This is an optimization exercise on Yosys and OpenROAD, whose aim is small area and a short achievable clock period, not a production implementation.
No functional check of the RTL was part of this run.
No activity file was given, so power comes from the tool's default toggle rates.

===== design.v =====
`default_nettype none
package uart_ring_pkg;
  localparam logic MODE_DRAIN  = 1'b0;
  localparam logic MODE_REPLAY = 1'b1;
endpackage
`default_nettype wire
`default_nettype none
module uart_ring_ram (
  input  logic        i_clk,
  input  logic [15:0] i_we_hi,
  input  logic [15:0] i_we_lo,
  input  logic [7:0]  i_wr_data,
  input  logic [15:0] i_rd_hi,
  input  logic [15:0] i_rd_lo,
  output logic [7:0]  o_rd_data
);
  logic [255:0][7:0] r_mem;
  for (genvar r = 0; r < 256; r++) begin : g_row
    always_ff @(posedge i_clk) begin
      if (i_we_hi[r / 16] && i_we_lo[r % 16]) begin
        r_mem[r] <= i_wr_data;
      end
    end
  end
  logic [15:0][7:0] w_grp;
  logic [3:0][7:0] w_qtr;
  logic [3:0][7:0] r_qtr;
  always_comb begin
    for (int k = 0; k < 4; k++) begin
      w_qtr[k] = '0;
      for (int i = 4 * k; i < 4 * k + 4; i++) begin
        w_grp[i] = '0;
        for (int j = 0; j < 16; j++) begin
          w_grp[i] = w_grp[i] | ({8{i_rd_lo[j]}} & r_mem[16 * i + j]);
        end
        w_qtr[k] = w_qtr[k] | ({8{i_rd_hi[i]}} & w_grp[i]);
      end
    end
  end
  always_ff @(posedge i_clk) begin
    r_qtr <= w_qtr;
  end
  assign o_rd_data = r_qtr[0] | r_qtr[1] | r_qtr[2] | r_qtr[3];
endmodule
`default_nettype wire
`default_nettype none
module uart_ring_dump_ctrl #(
  parameter int   DATA_W    = 8,
  parameter int   ADDR_W    = 8,
  parameter logic KEY_PRESS = 1'b0
) (
  input  logic              Clk,
  input  logic              Rst,
  input  logic              Rx_done,
  input  logic [DATA_W-1:0] Rx_byte,
  input  logic              Key_flag,
  input  logic              Key_state,
  input  logic              Mode,
  input  logic              Tx_done,
  output logic              Tx_en,
  output logic [DATA_W-1:0] Tx_data,
  output logic              Busy,
  output logic              Empty,
  output logic              Full,
  output logic [ADDR_W:0]   Count,
  output logic              Overflow
);
  logic        r_busy;
  logic        r_s_rd;
  logic        r_s_wait;
  logic        r_s_send;
  logic        r_s_wtx;
  logic [8:0]  r_count;
  logic        r_empty;
  logic        r_overflow;
  logic        r_mode;
  logic [8:0]  r_remain;      
  logic        r_last;        
  logic [7:0]  r_rd_ptr;      
  logic [15:0] r_scan_hi;     
  logic [15:0] r_scan_lo;
  logic        r_wr_en;       
  logic [7:0]  r_wr_data;
  logic [15:0] r_wr_hi;       
  logic [15:0] r_wr_lo;
  logic [7:0]  r_tx_data;
  logic [7:0]  w_q;
  logic w_full, w_inc, w_drop, w_start, w_go, w_pop, w_fin, w_dec;
  assign w_full  = r_count[8];
  assign w_inc   = Rx_done && !w_full;
  assign w_drop  = Rx_done && w_full;
  assign w_start = !r_busy && Key_flag && (Key_state == KEY_PRESS);
  assign w_go    = w_start && !r_empty;
  assign w_pop   = r_s_wtx && Tx_done;
  assign w_fin   = w_pop && r_last;
  assign w_dec   = w_pop && (r_mode == uart_ring_pkg::MODE_DRAIN);
  function automatic logic [15:0] f_dec4(input logic [3:0] a);
    f_dec4 = 16'd1 << a;
  endfunction
  function automatic logic [3:0] f_enc16(input logic [15:0] h);
    f_enc16 = '0;
    for (int i = 0; i < 16; i++) begin
      if (h[i]) f_enc16 = f_enc16 | 4'(i);
    end
  endfunction
  uart_ring_ram u_ram (
    .i_clk     (Clk),
    .i_we_hi   (r_wr_hi),
    .i_we_lo   (r_wr_lo & {16{r_wr_en}}),
    .i_wr_data (r_wr_data),
    .i_rd_hi   (r_scan_hi),
    .i_rd_lo   (r_scan_lo),
    .o_rd_data (w_q)
  );
  always_ff @(posedge Clk or posedge Rst) begin
    if (Rst) begin
      r_busy   <= 1'b0;
      r_s_rd   <= 1'b0;
      r_s_wait <= 1'b0;
      r_s_send <= 1'b0;
      r_s_wtx  <= 1'b0;
    end else begin
      r_busy   <= w_go || (r_busy && !w_fin);
      r_s_rd   <= w_go || (w_pop && !r_last);
      r_s_wait <= r_s_rd;
      r_s_send <= r_s_wait;
      r_s_wtx  <= r_s_send || (r_s_wtx && !Tx_done);
    end
  end
  always_ff @(posedge Clk or posedge Rst) begin
    if (Rst) begin
      r_count <= '0;
      r_empty <= 1'b1;
    end else if (w_inc && !w_dec) begin
      r_count <= r_count + 9'd1;
      r_empty <= 1'b0;
    end else if (w_dec && !w_inc) begin
      r_count <= r_count - 9'd1;
      r_empty <= (r_count == 9'd1);
    end
  end
  always_ff @(posedge Clk or posedge Rst) begin
    if (Rst) begin
      r_overflow <= 1'b0;
    end else if (w_drop) begin
      r_overflow <= 1'b1;
    end else if (w_start) begin
      r_overflow <= 1'b0;
    end
  end
  always_ff @(posedge Clk) begin
    if (!r_busy) begin
      r_mode    <= Mode;
      r_remain  <= r_count;
      r_scan_hi <= f_dec4(r_rd_ptr[7:4]);
      r_scan_lo <= f_dec4(r_rd_ptr[3:0]);
    end else if (r_s_wait) begin
      r_remain  <= r_remain - 9'd1;
      r_last    <= (r_remain == 9'd1);
      r_scan_lo <= {r_scan_lo[14:0], r_scan_lo[15]};
      if (r_scan_lo[15]) r_scan_hi <= {r_scan_hi[14:0], r_scan_hi[15]};
    end
  end
  always_ff @(posedge Clk or posedge Rst) begin
    if (Rst) begin
      r_rd_ptr <= '0;
    end else if (r_busy && (r_mode == uart_ring_pkg::MODE_DRAIN)) begin
      r_rd_ptr <= {f_enc16(r_scan_hi), f_enc16(r_scan_lo)};
    end
  end
  always_ff @(posedge Clk) begin
    r_wr_data <= Rx_byte;
  end
  always_ff @(posedge Clk or posedge Rst) begin
    if (Rst) begin
      r_wr_en <= 1'b0;
      r_wr_hi <= 16'd1;
      r_wr_lo <= 16'd1;
    end else begin
      r_wr_en <= w_inc;
      if (r_wr_en) begin
        r_wr_lo <= {r_wr_lo[14:0], r_wr_lo[15]};
        if (r_wr_lo[15]) r_wr_hi <= {r_wr_hi[14:0], r_wr_hi[15]};
      end
    end
  end
  always_ff @(posedge Clk or posedge Rst) begin
    if (Rst) begin
      r_tx_data <= '0;
    end else if (r_s_wait) begin
      r_tx_data <= w_q;
    end
  end
  assign Tx_en    = r_s_send;
  assign Tx_data  = r_tx_data;
  assign Busy     = r_busy;
  assign Empty    = r_empty;
  assign Full     = w_full;
  assign Count    = r_count;
  assign Overflow = r_overflow;
endmodule
`default_nettype wire

===== run.sh =====
#!/bin/bash
# synth_recipe.tcl (not shown) runs the flow's synth.tcl, then flattens the netlist and writes it again
# the make line also repeats each setting of config.mk as NAME=value (left out here)
make -C /OpenROAD-flow-scripts/flow DESIGN_CONFIG=/design/flow/config.mk WORK_HOME=/design/flow/orfs CLKGATE_MAP_FILE= SYNTH_SCRIPT=/design/flow/synth_recipe.tcl finish

===== config.mk =====
export PLATFORM = sky130hd
export DESIGN_NAME = uart_ring_dump_ctrl
export DESIGN_NICKNAME = uart_ring_dump_ctrl
export VERILOG_FILES = /design/flow/design.v
export SDC_FILE = /design/flow/constraint.sdc
export NUM_CORES = 4
export LEC_CHECK = 0
export CAP_MARGIN = 20
export CORE_MARGIN = 2
export CORE_UTILIZATION = 40
export SETUP_SLACK_MARGIN = 4.0
export SLEW_MARGIN = 20

===== constraint.sdc =====
create_clock -name core_clock -period 7.0 [get_ports {Clk}]
set_input_delay 1.4000 -clock core_clock [delete_from_list [all_inputs] [get_ports {Clk}]]
set_output_delay 1.4000 -clock core_clock [all_outputs]
set_load 0.01 [all_outputs]

==> summary.txt <==
----------------------------------------------------
[Drt]
  Via count of the routed design ... approximately 45000
  Routed Antenna Nets ... 0
  Routed WL per cell ... 31.1 um
  TritonRoute pass-1 iters ... 9
  Drt drc ... 0
  Iteration-0 DRC count of the detailed router ... between 6000 and 7000
  Vias per Instance ... between 6 and 7
  Total Routed Length ... 226000 um

[Clock network]
  Sink Count ... 2196
  H-tree level count ... 4
  Root buf cell ... sky130_fd_sc_hd__clkbuf_16
  Clock tree buffer depth ... 3
  Skew-Pair Late Insertion Delay ... slightly below 0.9 ns
  CTS tree ... done
  Reg clk slew, reported paths ... around 0.060 ns
  Cts hold-fix bufs ... 0
  Inserted Clock Buffers ... around 220

[Critical path]
  Data required time at the worst endpoint ... roughly 5.6 ns
  Critical path cell sequence ... buf_16 -> clkbuf_2
  Critical Path End Type ... primary output
  Max stage delay on crit path ... approximately 0.44 ns
  Worst path top cell family by delay ... flip-flops
  Critical Path Fanout Max ... 11
  Worst-case register-to-register setup slack ... 4.04 ns
  Critical Path Start Type ... register
  Cell count along the critical path ... 2
  Worst setup path category ... reg -> out
  Critical Path Sink ... Busy
  FF-to-FF path depth ... 6
  Crit-path slowest cell ... sky130_fd_sc_hd__dfrtp_2
  Buffering stage count on the worst path with inverters included ... 2
  Worst flop-to-flop path endpoint ... u_ram.r_qtr[27]
  Reg2reg start ... r_scan_lo[15]
  Data arrival at the endpoint of the critical path ... about 1.6 ns
  Start point of the critical path ... r_busy

[Die]
  Effective utilization at floorplan ... 0.403
  Die area ... between 0.2 and 0.25 sq mm
  I/O pins ... 37
  Vertical die dimension ... about 450 um
  Die W ... approximately 450 um
  Core Area ... 0.200 sq mm
  Cell Rows ... about 160

[STA]
  Count of endpoints failing hold in the final timing report ... 0
  Setup Skew ... between 0.05 and 0.06 ns
  Portion of the clock cycle consumed by the worst path in the final layout ... 0.426
  Smallest setup slack after layout ... 4.01 ns
  Setup repair after global routing missed its margin ... true
  Sum of negative setup slack ... 0 ns
  Max-slew violation count ... 0
  Setup-failing EPs final ... 0
  Fmax ... 335 MHz
  Final critical-path required period ... roughly 3 ns
  Relative slew slack ... 0.241
  Actual slew at the worst max-slew pin ... 1.14 ns

[Place]
  Dpl hpwl ... 125000 um
  Final Wtd Congestion ... approximately 0.82
  Post-placement worst setup slack ... around 3.5 ns
  IO buf count ... 36

[Logic synthesis]
  Proportion of synthesized chip area in sequential cells ... 0.808
  Area share of the leading cell type in the synthesized netlist ... 0.778
  Number of enable flip-flop cells after synthesis ... between 2000 and 2500
  Cell area after synthesis ... 0.0808 sq mm
  Cell types occupying the most area after synthesis ... sky130_fd_sc_hd__edfxtp_1 78%, sky130_fd_sc_hd__a22o_1 3.8%, sky130_fd_sc_hd__a22oi_1 3.3%
  Number of warnings issued by yosys ... 2
  Most instantiated flip-flop cell in the synthesis netlist ... sky130_fd_sc_hd__edfxtp_1
  Syn Nets ... about 4400
  Count of state elements after synthesis ... between 2000 and 2500
  Mean cell area of the mapped netlist ... approximately 18 sq um
  Ys async rst share ... 0.0296
  Dominant cell type by area after synthesis ... sky130_fd_sc_hd__edfxtp_1
  Synth unique cells ... 45
  Cell count after synthesis ... between 4000 and 5000

[Pwr]
  Leakage power ... slightly below 0.03 uW
  Maximum vdd ir drop ... about 0.00023 V
  Power density normalized to cell area ... 291 mW/mm^2

[GRT]
  Largest net degree at the start of global routing ... 206
  Total GRT Usage ... 0.216
  Global-route wire length before repair ... 323000 um
  Number of antenna violations at the first check in global routing ... 14
  Total grt overflow ... 0
  Number of global-route vias before repair ... approximately 44000

[Final layout]
  Fill cell total of the finished layout ... approximately 17000
  Share of cells above drive strength 1 ... 0.116
  Area growth, synth to finish ... 12.8%
  Area of the multi-input gates ... approximately 0.014 sq mm
  Number of nets in the layout ... between 4000 and 5000
  Storage element area ... roughly 0.065 sq mm

[Hold path]
  Type of the most critical hold path ... reg -> reg

[Outcome]
  Status ... no timing/DRC/antenna violations

[Run]
  Count of maximum capacitance violations ... 0

----------------------------------------------------
-- cell families (layout without fill, tap and decap cells) --
group / after synthesis / after routing / synth area share
AOI/OAI and AO/OA: 1207 / 1207 / 0.124
xor gates and xnor gates: 15 / 15 / 0.00163
adders and majority gates: 6 / 6 / 0.000930
buffers and inverters: 338 / 550 / 0.0197
DFF: 2196 / 2196 / 0.808
muxes: 16 / 16 / 0.00222
other: 0 / 14 / 0
and+or+nand+nor: 618 / 618 / 0.0436
-- final cells by class --
class | count | area share
antenna | 14 | 0.000385
clock buffer | 292 | 0.0656
clock inverter | 118 | 0.0123
inverter | 12 | 0.000536
multi-input combinational | 1862 | 0.153
sequential | 2196 | 0.717
tap | 2656 | 0.0365
timing repair buffer | 128 | 0.0143
-- registers in the layout, summed over array words and instances, names as in the netlist, 9 cells and up --
register     flops
r_wr_hi         16
r_count          9
u_ram.r_qtr     32
r_remain         9
r_scan_lo       16
r_wr_lo         16
u_ram.r_mem   2048
r_scan_hi       16
-- report_power, final --
group	leakage (uW)	switching [uW]	internal [uW]
clock	0.00348	5040	6500
sequential	0.0198	76.7	14400
combinational	0.00629	347	131
-- metal layers --
| metal | up-vias | GRT usage | wire (um) | part of all wire |
|---|---|---|---|---|
| met3 | 356 | 0.0379 | 20300 | 0.090 |
| li1 | 18700 | - | - | - |
| met2 | 2359 | 0.340 | 107000 | 0.47 |
| met5 | - | 0 | 0 | 0 |
| met4 | 0 | 0.0684 | 6250 | 0.028 |
| met1 | 23700 | 0.306 | 92900 | 0.41 |
-- cells in the mapped netlist (12+ instances only) --
cell                       count
sky130_fd_sc_hd__dfxtp_1      40
sky130_fd_sc_hd__buf_2       106
sky130_fd_sc_hd__a221oi_2     51
sky130_fd_sc_hd__nand4_1      99
sky130_fd_sc_hd__a221oi_1    301
sky130_fd_sc_hd__edfxtp_1   2091
sky130_fd_sc_hd__buf_6        24
sky130_fd_sc_hd__o41ai_1      12
sky130_fd_sc_hd__o31ai_1      19
sky130_fd_sc_hd__nor2_1       27
sky130_fd_sc_hd__clkbuf_1    153
sky130_fd_sc_hd__nand3_1     132
sky130_fd_sc_hd__o21ai_1      41
sky130_fd_sc_hd__dfrtp_1      62
sky130_fd_sc_hd__a21o_1       17
sky130_fd_sc_hd__inv_1        12
sky130_fd_sc_hd__a21oi_1      19
sky130_fd_sc_hd__mux2_2       15
sky130_fd_sc_hd__a22o_1      353
sky130_fd_sc_hd__buf_1        40
sky130_fd_sc_hd__nor4_1       14
sky130_fd_sc_hd__o21ai_0      36
sky130_fd_sc_hd__nand2_1      51
sky130_fd_sc_hd__and3_1      258
sky130_fd_sc_hd__a22oi_1     352
-- worst min-delay path by stage --
stage,startpoint,end,slack (ns),depth (start not counted)
4_1_cts,r_s_rd,r_s_wait,0.36,0
6_report,r_s_rd,r_s_wait,0.36,0
3_5_place_dp,r_s_rd,r_s_wait,0.35,0
5_1_grt,r_s_rd,r_s_wait,0.37,0
2_1_floorplan,r_s_rd,r_s_wait,0.33,0
3_3_place_gp,r_s_rd,r_s_wait,0.34,0
-- per-stage QoR --
step	hold slack [ns]	total power, uW	util	std cells	cell area, sq um
2_1_floorplan	0.331	15000	-	4396	80800
3_3_place_gp	0.341	15200	0.418	6839	83700
3_5_place_dp	0.351	15200	0.418	6839	83700
4_1_cts	0.358	26600	0.454	7262	91000
5_1_grt	0.374	27200	0.454	7265	91000
6_report	0.359	26500	0.455	7278	91100
-- repair_timing --
item | 4_1_cts | 5_1_grt
setup endpoints to repair | 22 | 12
resized for setup | 79 | 4
gates cloned | 2 | 1
buffers inserted | 11 | 1
pin swaps | 0 | 0
-- placed cells by master, fill, tap and decap left out, types with 19 or more instances in the layout --
master                      instances
sky130_fd_sc_hd__edfxtp_1        2091
sky130_fd_sc_hd__nand2_1           51
sky130_fd_sc_hd__o21ai_1           41
sky130_fd_sc_hd__a22oi_1          352
sky130_fd_sc_hd__and3_1           258
sky130_fd_sc_hd__a22o_1           353
sky130_fd_sc_hd__nand4_1           99
sky130_fd_sc_hd__o31ai_1           19
sky130_fd_sc_hd__dfrtp_1           35
sky130_fd_sc_hd__o21ai_0           36
sky130_fd_sc_hd__dfxtp_1           32
sky130_fd_sc_hd__a221oi_2          52
sky130_fd_sc_hd__clkbuf_16        222
sky130_fd_sc_hd__nor2_1            27
sky130_fd_sc_hd__buf_4             70
sky130_fd_sc_hd__dfrtp_2           26
sky130_fd_sc_hd__clkinv_2          47
sky130_fd_sc_hd__clkbuf_1          53
sky130_fd_sc_hd__clkinv_1          32
sky130_fd_sc_hd__a221oi_1         300
sky130_fd_sc_hd__a21oi_1           19
sky130_fd_sc_hd__nand3_1          132

[afterwards: timing with drivers on the ports]
No port has a modelled driver above. Below, the same layout with a new extraction and two added sets of constraints.
Step 1 (the two cells are an assumption about what drives the block):
set clk [get_ports {Clk}]
set_driving_cell -lib_cell sky130_fd_sc_hd__clkbuf_16 $clk
set_driving_cell -lib_cell sky130_fd_sc_hd__buf_2 [delete_from_list [all_inputs] $clk]
Step 2 moves the port delays by t, midway between the first and last clock arrival at a register: inputs arrive t later, outputs are due t later. That takes back most of the time a late clock gives input paths.
Slacks: ideal / step 1 / step 2; pairs: ideal / step 1.
t (ns): 0.930
setup WS [ns]: 4.015 / 3.928 / 3.455
hold slack, ns: 0.359 / 0.359 / 0.359
worst setup path at the end: input to register
worst register clock-pin slew, ns: 0.07 / 0.07
After both steps this run still meets setup and hold. The setup slack of this run moves by -0.087 ns with the drivers and by -0.560 ns with both steps.
